Context: an optimization exercise on an open-source flow, tuned for small area, a short achievable clock period and few clock cycles per item. The choices shown serve that exercise and are no tape-out recipe. Only simulation tests tie the RTL to the original design; equivalence was not proved. Power and IR drop assume default switching activity.

==> job 9382 <==
## dot_engine_top
module dot_engine_top (
  input wire logic clk,
  input wire logic reset,
  input wire logic w_wr,
  input wire logic [dot_pkg::ADDR_W-1:0] w_addr,
  input wire logic [dot_pkg::WORD_W-1:0] w_data,
  input wire logic start,
  input wire logic [dot_pkg::ADDR_W-1:0] vec_last,
  input wire logic act_valid,
  input wire logic [dot_pkg::WORD_W-1:0] act_data,
  output logic busy,
  output logic done,
  output logic signed [dot_pkg::RES_W-1:0] result
);
  logic buf_wr_en;
  logic [dot_pkg::VEC_DEPTH-1:0] rd_sel;
  logic [dot_pkg::WORD_W-1:0] rd_data;
  logic acc_clear;
  logic cut_vld;
  logic enc_load;
  logic w0_bypass;
  logic [dot_pkg::WORD_W-1:0] w_next;
  logic [dot_pkg::ACC_W-1:0] x_sum;
  logic [dot_pkg::ACC_W-1:0] y_sum;
  dot_ctrl dot_ctrl_i (
    .clk, .reset, .start, .vec_last, .act_valid, .w_wr, .w_addr,
    .busy, .done, .buf_wr_en, .rd_sel, .enc_load, .w0_bypass, .acc_clear, .cut_vld
  );
  weight_buffer weight_buffer_i (
    .clk, .wr_en(buf_wr_en), .wr_addr(w_addr), .wr_data(w_data),
    .rd_sel, .rd_data
  );
  assign w_next = w0_bypass ? w_data : rd_data;
  dp_unit dp_unit_i (
    .clk, .act_data, .w_word(w_next), .enc_load, .cut_vld, .x_out(x_sum), .y_out(y_sum)
  );
  dot_accumulator dot_accumulator_i (
    .clk, .clear(acc_clear), .x_in(x_sum), .y_in(y_sum), .acc(result)
  );
endmodule
clock: 5.0 ns
lec_check: 0
cap_margin: 20
core_margin: 2
core_utilization: 50
setup_slack_margin: 2.6
slew_margin: 20
run.sh (not shown) runs the stock make flow with config.mk's settings and CLKGATE_MAP_FILE= SYNTH_SCRIPT=/design/flow/synth_recipe.tcl, a recipe that flattens the netlist after the stock synthesis.
==> job 3364: changes against job 9382 <==
--- a/flow/design.v
+++ b/flow/design.v
@@ -18,19 +18,17 @@
   input wire logic cut_vld,
   output logic [21:0] x_out,
   output logic [21:0] y_out
 );
   logic [3:0][3:0] one_q;
   logic [3:0][3:0] two_q;
   logic [3:0][3:0] neg_q;
-  logic [3:0][2:0] ncnt_q;
   logic [3:0][3:0] one_d;
   logic [3:0][3:0] two_d;
   logic [3:0][3:0] neg_d;
-  logic [3:0][2:0] ncnt_d;
   for (genvar i = 0; i < 4; i++) begin : g_enc_lane
     for (genvar k = 0; k < 4; k++) begin : g_enc_digit
       logic b2, b1, b0;
       assign b2 = w_word[i*8 + 2*k + 1];
       assign b1 = w_word[i*8 + 2*k];
       if (k == 0) begin : g_lsb
         assign b0 = 1'b0;
@@ -38,25 +36,25 @@
         assign b0 = w_word[i*8 + 2*k - 1];
       end
       assign one_d[i][k] = b1 ^ b0;
       assign two_d[i][k] = (b2 & ~b1 & ~b0) | (~b2 & b1 & b0);
       assign neg_d[i][k] = b2;
     end
   end
-  for (genvar k = 0; k < 4; k++) begin : g_ncnt
-    assign ncnt_d[k] = 3'(neg_d[0][k]) + 3'(neg_d[1][k]) + 3'(neg_d[2][k]) + 3'(neg_d[3][k]);
-  end
   always_ff @(posedge clk) begin
     if (enc_load) begin
       one_q <= one_d;
       two_q <= two_d;
       neg_q <= neg_d;
-      ncnt_q <= ncnt_d;
     end
   end
+  logic [3:0][2:0] ncnt;
+  for (genvar k = 0; k < 4; k++) begin : g_ncnt
+    assign ncnt[k] = 3'(neg_q[0][k]) + 3'(neg_q[1][k]) + 3'(neg_q[2][k]) + 3'(neg_q[3][k]);
+  end
   logic [3:0][3:0][8:0] pp;
   for (genvar i = 0; i < 4; i++) begin : g_pp_lane
     logic [8:0] a1, a2;
     assign a1 = {act_data[i*8 + 7], act_data[i*8 +: 8]};
     assign a2 = {act_data[i*8 +: 8], 1'b0};
     for (genvar k = 0; k < 4; k++) begin : g_pp_digit
       assign pp[i][k] = ({9{one_q[i][k]}} & a1 | {9{two_q[i][k]}} & a2) ^ {9{neg_q[i][k]}};
@@ -392,36 +390,36 @@
   assign cb1_42 = pp[2][2][0] & pp[3][0][4];
   assign sb1_43 = pp[0][2][1] ^ pp[1][0][5] ^ pp[1][1][3];
   assign cb1_44 = (pp[0][2][1] & pp[1][0][5]) | (pp[0][2][1] & pp[1][1][3]) | (pp[1][0][5] & pp[1][1][3]);
   assign sb1_45 = pp[1][2][1] ^ pp[2][0][5] ^ pp[2][1][3];
   assign cb1_46 = (pp[1][2][1] & pp[2][0][5]) | (pp[1][2][1] & pp[2][1][3]) | (pp[2][0][5] & pp[2][1][3]);
   assign sb1_47 = pp[2][2][1] ^ pp[3][0][5] ^ pp[3][1][3];
   assign cb1_48 = (pp[2][2][1] & pp[3][0][5]) | (pp[2][2][1] & pp[3][1][3]) | (pp[3][0][5] & pp[3][1][3]);
-  assign sb1_49 = pp[3][2][1] ^ ncnt_q[2][1];
-  assign cb1_50 = pp[3][2][1] & ncnt_q[2][1];
+  assign sb1_49 = pp[3][2][1] ^ ncnt[2][1];
+  assign cb1_50 = pp[3][2][1] & ncnt[2][1];
   assign sb1_51 = pp[2][1][4] ^ pp[2][2][2] ^ pp[2][3][0];
   assign cb1_52 = (pp[2][1][4] & pp[2][2][2]) | (pp[2][1][4] & pp[2][3][0]) | (pp[2][2][2] & pp[2][3][0]);
   assign sb1_53 = pp[3][0][6] ^ pp[3][1][4] ^ pp[3][2][2];
   assign cb1_54 = (pp[3][0][6] & pp[3][1][4]) | (pp[3][0][6] & pp[3][2][2]) | (pp[3][1][4] & pp[3][2][2]);
-  assign sb1_55 = pp[3][3][0] ^ ncnt_q[2][2] ^ ncnt_q[3][0];
-  assign cb1_56 = (pp[3][3][0] & ncnt_q[2][2]) | (pp[3][3][0] & ncnt_q[3][0]) | (ncnt_q[2][2] & ncnt_q[3][0]);
+  assign sb1_55 = pp[3][3][0] ^ ncnt[2][2] ^ ncnt[3][0];
+  assign cb1_56 = (pp[3][3][0] & ncnt[2][2]) | (pp[3][3][0] & ncnt[3][0]) | (ncnt[2][2] & ncnt[3][0]);
   assign sb1_57 = cb0_4 ^ sb0_5 ^ sb0_7;
   assign cb1_58 = (cb0_4 & sb0_5) | (cb0_4 & sb0_7) | (sb0_5 & sb0_7);
   assign sb1_59 = pp[2][3][1] ^ pp[3][0][7] ^ pp[3][1][5];
   assign cb1_60 = (pp[2][3][1] & pp[3][0][7]) | (pp[2][3][1] & pp[3][1][5]) | (pp[3][0][7] & pp[3][1][5]);
-  assign sb1_61 = pp[3][2][3] ^ pp[3][3][1] ^ ncnt_q[3][1];
-  assign cb1_62 = (pp[3][2][3] & pp[3][3][1]) | (pp[3][2][3] & ncnt_q[3][1]) | (pp[3][3][1] & ncnt_q[3][1]);
+  assign sb1_61 = pp[3][2][3] ^ pp[3][3][1] ^ ncnt[3][1];
+  assign cb1_62 = (pp[3][2][3] & pp[3][3][1]) | (pp[3][2][3] & ncnt[3][1]) | (pp[3][3][1] & ncnt[3][1]);
   assign sb1_63 = cb0_6 ^ cb0_8 ^ cb0_10;
   assign cb1_64 = (cb0_6 & cb0_8) | (cb0_6 & cb0_10) | (cb0_8 & cb0_10);
   assign sb1_65 = sb0_11 ^ sb0_13 ^ sb0_15;
   assign cb1_66 = (sb0_11 & sb0_13) | (sb0_11 & sb0_15) | (sb0_13 & sb0_15);
   assign sb1_67 = ~pp[3][0][8] ^ pp[3][1][6] ^ pp[3][2][4];
   assign cb1_68 = (~pp[3][0][8] & pp[3][1][6]) | (~pp[3][0][8] & pp[3][2][4]) | (pp[3][1][6] & pp[3][2][4]);
-  assign sb1_69 = pp[3][3][2] ^ ncnt_q[3][2] ^ cb0_12;
-  assign cb1_70 = (pp[3][3][2] & ncnt_q[3][2]) | (pp[3][3][2] & cb0_12) | (ncnt_q[3][2] & cb0_12);
+  assign sb1_69 = pp[3][3][2] ^ ncnt[3][2] ^ cb0_12;
+  assign cb1_70 = (pp[3][3][2] & ncnt[3][2]) | (pp[3][3][2] & cb0_12) | (ncnt[3][2] & cb0_12);
   assign sb1_71 = cb0_14 ^ cb0_16 ^ cb0_18;
   assign cb1_72 = (cb0_14 & cb0_16) | (cb0_14 & cb0_18) | (cb0_16 & cb0_18);
   assign sb1_73 = sb0_19 ^ sb0_21 ^ sb0_23;
   assign cb1_74 = (sb0_19 & sb0_21) | (sb0_19 & sb0_23) | (sb0_21 & sb0_23);
   assign sb1_75 = pp[1][3][3] ^ pp[2][1][7] ^ pp[2][2][5];
   assign cb1_76 = (pp[1][3][3] & pp[2][1][7]) | (pp[1][3][3] & pp[2][2][5]) | (pp[2][1][7] & pp[2][2][5]);
   assign sb1_77 = pp[2][3][3] ^ pp[3][1][7] ^ pp[3][2][5];
@@ -638,42 +636,42 @@
   logic [21:0] x_q;
   logic [21:0] y_q;
   always_ff @(posedge clk) begin
       cut_q[0] <= pp[0][0][0];
       cut_q[1] <= pp[1][0][0];
       cut_q[2] <= pp[2][0][0];
       cut_q[3] <= pp[3][0][0];
-      cut_q[4] <= ncnt_q[0][0];
+      cut_q[4] <= ncnt[0][0];
       cut_q[5] <= pp[0][0][1];
       cut_q[6] <= pp[1][0][1];
       cut_q[7] <= pp[2][0][1];
       cut_q[8] <= pp[3][0][1];
-      cut_q[9] <= ncnt_q[0][1];
+      cut_q[9] <= ncnt[0][1];
       cut_q[10] <= pp[1][0][2];
       cut_q[11] <= pp[1][1][0];
       cut_q[12] <= pp[2][0][2];
       cut_q[13] <= pp[2][1][0];
       cut_q[14] <= pp[3][0][2];
       cut_q[15] <= pp[3][1][0];
-      cut_q[16] <= ncnt_q[0][2];
-      cut_q[17] <= ncnt_q[1][0];
+      cut_q[16] <= ncnt[0][2];
+      cut_q[17] <= ncnt[1][0];
       cut_q[18] <= sb1_33;
       cut_q[19] <= pp[1][0][3];
       cut_q[20] <= pp[1][1][1];
       cut_q[21] <= pp[2][0][3];
       cut_q[22] <= pp[2][1][1];
       cut_q[23] <= pp[3][0][3];
       cut_q[24] <= pp[3][1][1];
-      cut_q[25] <= ncnt_q[1][1];
+      cut_q[25] <= ncnt[1][1];
       cut_q[26] <= cb1_34;
       cut_q[27] <= sb1_35;
       cut_q[28] <= pp[3][1][2];
       cut_q[29] <= pp[3][2][0];
-      cut_q[30] <= ncnt_q[1][2];
-      cut_q[31] <= ncnt_q[2][0];
+      cut_q[30] <= ncnt[1][2];
+      cut_q[31] <= ncnt[2][0];
       cut_q[32] <= sb0_1;
       cut_q[33] <= cb1_36;
       cut_q[34] <= sb1_37;
       cut_q[35] <= sb1_39;
       cut_q[36] <= sb1_41;
       cut_q[37] <= cb0_2;
       cut_q[38] <= sb0_3;
@@ -870,63 +868,77 @@
   output logic acc_clear,
   output logic cut_vld
 );
   logic busy_q;
   logic strm_q;
   logic [dot_pkg::VEC_DEPTH-1:0] ptr_q;
   logic [dot_pkg::VEC_DEPTH-1:0] last_q;
+  logic [dot_pkg::VEC_DEPTH-1:0] rsel_q;
+  logic [dot_pkg::VEC_DEPTH-1:0] ptr_d;
+  logic busy_d;
   logic done_q;
   logic [1:0] vld_q;
   logic [1:0] fin_q;
   logic is_idle;
   logic accept;
   logic finish;
   logic is_last;
   assign is_idle = !busy_q;
   assign accept = act_valid && strm_q;
   assign finish = vld_q[1] && fin_q[1];
   assign busy = busy_q;
   assign done = done_q;
   assign buf_wr_en = w_wr && is_idle;
-  assign rd_sel = is_idle ? dot_pkg::VEC_DEPTH'(1) : (ptr_q << 1);
+  assign rd_sel = rsel_q;
   assign enc_load = is_idle || accept;
   assign w0_bypass = is_idle && w_wr && (w_addr == '0);
   assign is_last = |(ptr_q & last_q);
   assign acc_clear = start && is_idle;
   assign cut_vld = vld_q[0];
+  always_comb begin
+    busy_d = busy_q;
+    ptr_d = ptr_q;
+    if (is_idle) begin
+      if (start) begin
+        busy_d = 1'b1;
+        ptr_d = dot_pkg::VEC_DEPTH'(1);
+      end
+    end else begin
+      if (accept) begin
+        ptr_d = ptr_q << 1;
+      end
+      if (finish) begin
+        busy_d = 1'b0;
+      end
+    end
+  end
   always_ff @(posedge clk) begin
     if (reset) begin
       busy_q <= 1'b0;
       strm_q <= 1'b0;
       ptr_q <= '0;
+      rsel_q <= dot_pkg::VEC_DEPTH'(1);
       last_q <= '0;
       done_q <= 1'b0;
       vld_q <= '0;
       fin_q <= '0;
     end else begin
       done_q <= finish;
       vld_q <= {vld_q[0], accept};
       fin_q <= {fin_q[0], accept && is_last};
+      busy_q <= busy_d;
+      ptr_q <= ptr_d;
+      rsel_q <= busy_d ? (ptr_d << 1) : dot_pkg::VEC_DEPTH'(1);
       if (is_idle) begin
         if (start) begin
-          busy_q <= 1'b1;
           strm_q <= 1'b1;
-          ptr_q <= dot_pkg::VEC_DEPTH'(1);
           last_q <= dot_pkg::VEC_DEPTH'(1) << vec_last;
         end
-      end else begin
-        if (accept) begin
-          ptr_q <= ptr_q << 1;
-          if (is_last) begin
-            strm_q <= 1'b0;
-          end
-        end
-        if (finish) begin
-          busy_q <= 1'b0;
-        end
+      end else if (accept && is_last) begin
+        strm_q <= 1'b0;
       end
     end
   end
 endmodule
 `default_nettype wire
 `default_nettype none
 module dot_engine_top (
Settings changed: CTS_CLUSTER_DIAMETER set to 80, CTS_CLUSTER_SIZE set to 30.
==> job 2403: changes against job 9382 <==
--- a/flow/design.v
+++ b/flow/design.v
@@ -18,19 +18,17 @@
   input wire logic cut_vld,
   output logic [21:0] x_out,
   output logic [21:0] y_out
 );
   logic [3:0][3:0] one_q;
   logic [3:0][3:0] two_q;
   logic [3:0][3:0] neg_q;
-  logic [3:0][2:0] ncnt_q;
   logic [3:0][3:0] one_d;
   logic [3:0][3:0] two_d;
   logic [3:0][3:0] neg_d;
-  logic [3:0][2:0] ncnt_d;
   for (genvar i = 0; i < 4; i++) begin : g_enc_lane
     for (genvar k = 0; k < 4; k++) begin : g_enc_digit
       logic b2, b1, b0;
       assign b2 = w_word[i*8 + 2*k + 1];
       assign b1 = w_word[i*8 + 2*k];
       if (k == 0) begin : g_lsb
         assign b0 = 1'b0;
@@ -38,25 +36,25 @@
         assign b0 = w_word[i*8 + 2*k - 1];
       end
       assign one_d[i][k] = b1 ^ b0;
       assign two_d[i][k] = (b2 & ~b1 & ~b0) | (~b2 & b1 & b0);
       assign neg_d[i][k] = b2;
     end
   end
-  for (genvar k = 0; k < 4; k++) begin : g_ncnt
-    assign ncnt_d[k] = 3'(neg_d[0][k]) + 3'(neg_d[1][k]) + 3'(neg_d[2][k]) + 3'(neg_d[3][k]);
-  end
   always_ff @(posedge clk) begin
     if (enc_load) begin
       one_q <= one_d;
       two_q <= two_d;
       neg_q <= neg_d;
-      ncnt_q <= ncnt_d;
     end
   end
+  logic [3:0][2:0] ncnt;
+  for (genvar k = 0; k < 4; k++) begin : g_ncnt
+    assign ncnt[k] = 3'(neg_q[0][k]) + 3'(neg_q[1][k]) + 3'(neg_q[2][k]) + 3'(neg_q[3][k]);
+  end
   logic [3:0][3:0][8:0] pp;
   for (genvar i = 0; i < 4; i++) begin : g_pp_lane
     logic [8:0] a1, a2;
     assign a1 = {act_data[i*8 + 7], act_data[i*8 +: 8]};
     assign a2 = {act_data[i*8 +: 8], 1'b0};
     for (genvar k = 0; k < 4; k++) begin : g_pp_digit
       assign pp[i][k] = ({9{one_q[i][k]}} & a1 | {9{two_q[i][k]}} & a2) ^ {9{neg_q[i][k]}};
@@ -392,36 +390,36 @@
   assign cb1_42 = pp[2][2][0] & pp[3][0][4];
   assign sb1_43 = pp[0][2][1] ^ pp[1][0][5] ^ pp[1][1][3];
   assign cb1_44 = (pp[0][2][1] & pp[1][0][5]) | (pp[0][2][1] & pp[1][1][3]) | (pp[1][0][5] & pp[1][1][3]);
   assign sb1_45 = pp[1][2][1] ^ pp[2][0][5] ^ pp[2][1][3];
   assign cb1_46 = (pp[1][2][1] & pp[2][0][5]) | (pp[1][2][1] & pp[2][1][3]) | (pp[2][0][5] & pp[2][1][3]);
   assign sb1_47 = pp[2][2][1] ^ pp[3][0][5] ^ pp[3][1][3];
   assign cb1_48 = (pp[2][2][1] & pp[3][0][5]) | (pp[2][2][1] & pp[3][1][3]) | (pp[3][0][5] & pp[3][1][3]);
-  assign sb1_49 = pp[3][2][1] ^ ncnt_q[2][1];
-  assign cb1_50 = pp[3][2][1] & ncnt_q[2][1];
+  assign sb1_49 = pp[3][2][1] ^ ncnt[2][1];
+  assign cb1_50 = pp[3][2][1] & ncnt[2][1];
   assign sb1_51 = pp[2][1][4] ^ pp[2][2][2] ^ pp[2][3][0];
   assign cb1_52 = (pp[2][1][4] & pp[2][2][2]) | (pp[2][1][4] & pp[2][3][0]) | (pp[2][2][2] & pp[2][3][0]);
   assign sb1_53 = pp[3][0][6] ^ pp[3][1][4] ^ pp[3][2][2];
   assign cb1_54 = (pp[3][0][6] & pp[3][1][4]) | (pp[3][0][6] & pp[3][2][2]) | (pp[3][1][4] & pp[3][2][2]);
-  assign sb1_55 = pp[3][3][0] ^ ncnt_q[2][2] ^ ncnt_q[3][0];
-  assign cb1_56 = (pp[3][3][0] & ncnt_q[2][2]) | (pp[3][3][0] & ncnt_q[3][0]) | (ncnt_q[2][2] & ncnt_q[3][0]);
+  assign sb1_55 = pp[3][3][0] ^ ncnt[2][2] ^ ncnt[3][0];
+  assign cb1_56 = (pp[3][3][0] & ncnt[2][2]) | (pp[3][3][0] & ncnt[3][0]) | (ncnt[2][2] & ncnt[3][0]);
   assign sb1_57 = cb0_4 ^ sb0_5 ^ sb0_7;
   assign cb1_58 = (cb0_4 & sb0_5) | (cb0_4 & sb0_7) | (sb0_5 & sb0_7);
   assign sb1_59 = pp[2][3][1] ^ pp[3][0][7] ^ pp[3][1][5];
   assign cb1_60 = (pp[2][3][1] & pp[3][0][7]) | (pp[2][3][1] & pp[3][1][5]) | (pp[3][0][7] & pp[3][1][5]);
-  assign sb1_61 = pp[3][2][3] ^ pp[3][3][1] ^ ncnt_q[3][1];
-  assign cb1_62 = (pp[3][2][3] & pp[3][3][1]) | (pp[3][2][3] & ncnt_q[3][1]) | (pp[3][3][1] & ncnt_q[3][1]);
+  assign sb1_61 = pp[3][2][3] ^ pp[3][3][1] ^ ncnt[3][1];
+  assign cb1_62 = (pp[3][2][3] & pp[3][3][1]) | (pp[3][2][3] & ncnt[3][1]) | (pp[3][3][1] & ncnt[3][1]);
   assign sb1_63 = cb0_6 ^ cb0_8 ^ cb0_10;
   assign cb1_64 = (cb0_6 & cb0_8) | (cb0_6 & cb0_10) | (cb0_8 & cb0_10);
   assign sb1_65 = sb0_11 ^ sb0_13 ^ sb0_15;
   assign cb1_66 = (sb0_11 & sb0_13) | (sb0_11 & sb0_15) | (sb0_13 & sb0_15);
   assign sb1_67 = ~pp[3][0][8] ^ pp[3][1][6] ^ pp[3][2][4];
   assign cb1_68 = (~pp[3][0][8] & pp[3][1][6]) | (~pp[3][0][8] & pp[3][2][4]) | (pp[3][1][6] & pp[3][2][4]);
-  assign sb1_69 = pp[3][3][2] ^ ncnt_q[3][2] ^ cb0_12;
-  assign cb1_70 = (pp[3][3][2] & ncnt_q[3][2]) | (pp[3][3][2] & cb0_12) | (ncnt_q[3][2] & cb0_12);
+  assign sb1_69 = pp[3][3][2] ^ ncnt[3][2] ^ cb0_12;
+  assign cb1_70 = (pp[3][3][2] & ncnt[3][2]) | (pp[3][3][2] & cb0_12) | (ncnt[3][2] & cb0_12);
   assign sb1_71 = cb0_14 ^ cb0_16 ^ cb0_18;
   assign cb1_72 = (cb0_14 & cb0_16) | (cb0_14 & cb0_18) | (cb0_16 & cb0_18);
   assign sb1_73 = sb0_19 ^ sb0_21 ^ sb0_23;
   assign cb1_74 = (sb0_19 & sb0_21) | (sb0_19 & sb0_23) | (sb0_21 & sb0_23);
   assign sb1_75 = pp[1][3][3] ^ pp[2][1][7] ^ pp[2][2][5];
   assign cb1_76 = (pp[1][3][3] & pp[2][1][7]) | (pp[1][3][3] & pp[2][2][5]) | (pp[2][1][7] & pp[2][2][5]);
   assign sb1_77 = pp[2][3][3] ^ pp[3][1][7] ^ pp[3][2][5];
@@ -638,42 +636,42 @@
   logic [21:0] x_q;
   logic [21:0] y_q;
   always_ff @(posedge clk) begin
       cut_q[0] <= pp[0][0][0];
       cut_q[1] <= pp[1][0][0];
       cut_q[2] <= pp[2][0][0];
       cut_q[3] <= pp[3][0][0];
-      cut_q[4] <= ncnt_q[0][0];
+      cut_q[4] <= ncnt[0][0];
       cut_q[5] <= pp[0][0][1];
       cut_q[6] <= pp[1][0][1];
       cut_q[7] <= pp[2][0][1];
       cut_q[8] <= pp[3][0][1];
-      cut_q[9] <= ncnt_q[0][1];
+      cut_q[9] <= ncnt[0][1];
       cut_q[10] <= pp[1][0][2];
       cut_q[11] <= pp[1][1][0];
       cut_q[12] <= pp[2][0][2];
       cut_q[13] <= pp[2][1][0];
       cut_q[14] <= pp[3][0][2];
       cut_q[15] <= pp[3][1][0];
-      cut_q[16] <= ncnt_q[0][2];
-      cut_q[17] <= ncnt_q[1][0];
+      cut_q[16] <= ncnt[0][2];
+      cut_q[17] <= ncnt[1][0];
       cut_q[18] <= sb1_33;
       cut_q[19] <= pp[1][0][3];
       cut_q[20] <= pp[1][1][1];
       cut_q[21] <= pp[2][0][3];
       cut_q[22] <= pp[2][1][1];
       cut_q[23] <= pp[3][0][3];
       cut_q[24] <= pp[3][1][1];
-      cut_q[25] <= ncnt_q[1][1];
+      cut_q[25] <= ncnt[1][1];
       cut_q[26] <= cb1_34;
       cut_q[27] <= sb1_35;
       cut_q[28] <= pp[3][1][2];
       cut_q[29] <= pp[3][2][0];
-      cut_q[30] <= ncnt_q[1][2];
-      cut_q[31] <= ncnt_q[2][0];
+      cut_q[30] <= ncnt[1][2];
+      cut_q[31] <= ncnt[2][0];
       cut_q[32] <= sb0_1;
       cut_q[33] <= cb1_36;
       cut_q[34] <= sb1_37;
       cut_q[35] <= sb1_39;
       cut_q[36] <= sb1_41;
       cut_q[37] <= cb0_2;
       cut_q[38] <= sb0_3;
@@ -839,19 +837,42 @@
 );
   logic [dot_pkg::ACC_W-1:0] acc_q;
   logic [dot_pkg::ACC_W-1:0] s3;
   logic [dot_pkg::ACC_W-1:0] c3;
   assign acc = dot_pkg::RES_W'($signed(acc_q));
   assign s3 = acc_q ^ x_in ^ y_in;
   assign c3 = (acc_q & x_in) | (acc_q & y_in) | (x_in & y_in);
+  logic [dot_pkg::ACC_W-1:0] pa;
+  logic [dot_pkg::ACC_W-1:0] pb;
+  logic [dot_pkg::ACC_W-1:0] sum;
+  logic [dot_pkg::ACC_W-1:0] gen [6];
+  logic [dot_pkg::ACC_W-1:0] prp [6];
+  assign pa = s3;
+  assign pb = {c3[dot_pkg::ACC_W-2:0], 1'b0};
+  always_comb begin
+    gen[0] = pa & pb;
+    prp[0] = pa ^ pb;
+    for (int l = 0; l < 5; l++) begin
+      for (int i = 0; i < dot_pkg::ACC_W; i++) begin
+        if (i >= (1 << l)) begin
+          gen[l+1][i] = gen[l][i] | (prp[l][i] & gen[l][i - (1 << l)]);
+          prp[l+1][i] = prp[l][i] & prp[l][i - (1 << l)];
+        end else begin
+          gen[l+1][i] = gen[l][i];
+          prp[l+1][i] = prp[l][i];
+        end
+      end
+    end
+    sum = prp[0] ^ {gen[5][dot_pkg::ACC_W-2:0], 1'b0};
+  end
   always_ff @(posedge clk) begin
     if (clear) begin
       acc_q <= '0;
     end else begin
-      acc_q <= s3 + {c3[dot_pkg::ACC_W-2:0], 1'b0};
+      acc_q <= sum;
     end
   end
 endmodule
 `default_nettype wire
 `default_nettype none
 module dot_ctrl (
   input wire logic clk,
@@ -868,58 +889,72 @@
   output logic enc_load,
   output logic w0_bypass,
   output logic acc_clear,
   output logic cut_vld
 );
   logic busy_q;
   logic strm_q;
-  logic [dot_pkg::VEC_DEPTH-1:0] ptr_q;
-  logic [dot_pkg::VEC_DEPTH-1:0] last_q;
+  logic [dot_pkg::ADDR_W-1:0] cnt_q;
+  logic [dot_pkg::ADDR_W-1:0] last_q;
+  logic [dot_pkg::VEC_DEPTH-1:0] rsel_q;
+  logic [dot_pkg::VEC_DEPTH-1:0] rsel_d;
   logic done_q;
   logic [1:0] vld_q;
   logic [1:0] fin_q;
   logic is_idle;
   logic accept;
   logic finish;
   logic is_last;
   assign is_idle = !busy_q;
   assign accept = act_valid && strm_q;
   assign finish = vld_q[1] && fin_q[1];
   assign busy = busy_q;
   assign done = done_q;
   assign buf_wr_en = w_wr && is_idle;
-  assign rd_sel = is_idle ? dot_pkg::VEC_DEPTH'(1) : (ptr_q << 1);
+  assign rd_sel = rsel_q;
   assign enc_load = is_idle || accept;
   assign w0_bypass = is_idle && w_wr && (w_addr == '0);
-  assign is_last = |(ptr_q & last_q);
+  assign is_last = (cnt_q == last_q);
   assign acc_clear = start && is_idle;
   assign cut_vld = vld_q[0];
+  always_comb begin
+    rsel_d = rsel_q;
+    if (is_idle) begin
+      rsel_d = start ? dot_pkg::VEC_DEPTH'(2) : dot_pkg::VEC_DEPTH'(1);
+    end else if (finish) begin
+      rsel_d = dot_pkg::VEC_DEPTH'(1);
+    end else if (accept) begin
+      rsel_d = rsel_q << 1;
+    end
+  end
   always_ff @(posedge clk) begin
     if (reset) begin
       busy_q <= 1'b0;
       strm_q <= 1'b0;
-      ptr_q <= '0;
+      cnt_q <= '0;
+      rsel_q <= dot_pkg::VEC_DEPTH'(1);
       last_q <= '0;
       done_q <= 1'b0;
       vld_q <= '0;
       fin_q <= '0;
     end else begin
       done_q <= finish;
       vld_q <= {vld_q[0], accept};
       fin_q <= {fin_q[0], accept && is_last};
+      rsel_q <= rsel_d;
       if (is_idle) begin
         if (start) begin
           busy_q <= 1'b1;
           strm_q <= 1'b1;
-          ptr_q <= dot_pkg::VEC_DEPTH'(1);
-          last_q <= dot_pkg::VEC_DEPTH'(1) << vec_last;
+          cnt_q <= '0;
+          last_q <= vec_last;
         end
       end else begin
         if (accept) begin
-          ptr_q <= ptr_q << 1;
+          cnt_q <= cnt_q + 1'b1;
           if (is_last) begin
             strm_q <= 1'b0;
           end
         end
         if (finish) begin
           busy_q <= 1'b0;
         end
==> flow/flow/run.sh (new file) <==
#!/bin/bash
# The standard layout (the standard.sh), except that the buffers that
# buffer_ports puts on every input and output port are buf_1 cells; the
# resizer sizes them up where timing needs it.
set -euo pipefail
bash standard.sh "BUFFER_PORTS_ARGS=-buffer_cell sky130_fd_sc_hd__buf_1" finish > flow_standard.log 2>&1
==> flow/standard.sh (new file) <==
#!/bin/bash
# synth_recipe.tcl (not shown) runs the flow's synth.tcl, then flattens the netlist and writes it again
# the make line also repeats each setting of config.mk as NAME=value (left out here)
make -C /OpenROAD-flow-scripts/flow DESIGN_CONFIG=/design/flow/config.mk WORK_HOME=/design/flow/orfs CLKGATE_MAP_FILE= SYNTH_SCRIPT=/design/flow/synth_recipe.tcl "${@:-finish}"
removed: flow/run.sh
==> comparison table <==
item                                                                                            job 3364                                job 2403                       job 9382
Outcome                                                                 no timing/DRC/antenna violations        no timing/DRC/antenna violations  no timing/DRC/antenna violations
Number of gates resized after CTS                                                                    234                                     131                            286
Share of the final layout cell area in sequential cells                                            56.3%                                   55.0%                          53.0%
Worst setup timing slack at the placement stage                                                  1030 ps                                 1600 ps                         585 ps
Clock buffer instance count of the final layout                                                       41                                     100                            102
Endpoint of the most critical setup path                          dot_accumulator_i.acc_q[19]$_SDFF_PP0_  dot_accumulator_i.acc_q[21]$_SDFF_PP0_  dp_unit_i.ncnt_q[4]$_DFFE_PN_
Distinct cell type count after synthesis                                                              57                                      55                             58
Sequential fraction of the synthesis area                                                          64.1%                                   64.0%                          63.7%
Detailed-routing iteration count for the pre-antenna-repair pass                                       7                                       5                              6
Count of synthesis-stage warnings from yosys                                                           4                                       6                              4
CTS buffer count                                                                                      38                                      81                             83
Core outline area                                                                             0.0660 mm²                              0.0646 mm²                     0.0669 mm²
CP arrival                                                                                       3240 ps                                 3160 ps                        3250 ps
Adder and majority cell fraction of the synthesized area                                           10.6%                                   10.9%                          10.5%
Largest vdd supply drop                                                                           435 µV                                  737 µV                         502 µV
Met2 routing resource usage after global routing                                                   46.7%                                   45.7%                          45.2%
Minimum setup slack in the final design                                                          2290 ps                                 2340 ps                        2140 ps
Cell depth of the worst hold path                                                                      2                                       1                              0
DIE WIDTH                                                                                         262 µm                                  260 µm                         263 µm
Total Power                                                                                      18.2 mW                                 21.6 mW                        21.1 mW
Total number of H-tree levels                                                                          2                                       3                              3
Fraction of power consumed by sequential logic                                                     45.2%                                   37.5%                          39.8%
Worst slack on hold paths                                                                         443 ps                                  440 ps                         351 ps
Testbench counts of job 9382, summed over its fixed seeds: cycles 14,859, items 1,280.
Testbench counts of job 3364, summed over its fixed seeds: cycles 14,859, items 1,280.
Testbench counts of job 2403, summed over its fixed seeds: cycles 14,859, items 1,280.

-- separate check: timing with driven ports --
No port has a modelled driver above. Below, the same layouts with a new extraction and two added sets of constraints. Step 1 (the two cells are an assumption about what drives the block):
set clk [get_ports {clk}]
set_driving_cell -lib_cell sky130_fd_sc_hd__clkbuf_16 $clk
set_driving_cell -lib_cell sky130_fd_sc_hd__buf_2 [delete_from_list [all_inputs] $clk]
Step 2 adds t to the input delays and takes it off the output delays; t is the mean of the earliest and latest rising clock arrival at the registers after step 1. Input paths then give back, and output paths get back, about the clock's delay inside the block. a / b / c = no drivers / after step 1 / after step 2; a / b = the first two.
| run | t (ns) | setup slack, ns | hold slack, ns | worst register clock-pin slew, ns | pins driven straight from the clock port |
|---|---|---|---|---|---|
| job 9382 | 0.683 | 2.136 / 2.159 / 1.476 | 0.351 / 0.351 / 0.351 | 0.06 / 0.06 | 1 |
| job 3364 | 0.668 | 2.288 / 2.288 / 1.878 | 0.443 / 0.443 / 0.443 | 0.11 / 0.11 | 1 |
| job 2403 | 0.693 | 2.343 / 2.343 / 1.817 | 0.440 / 0.440 / 0.440 | 0.07 / 0.07 | 1 |
After both steps setup and hold are still met in every run listed. For job 9382, which loses most, drivers alone change the setup slack by +0.023 ns; drivers and shift together by -0.660 ns.
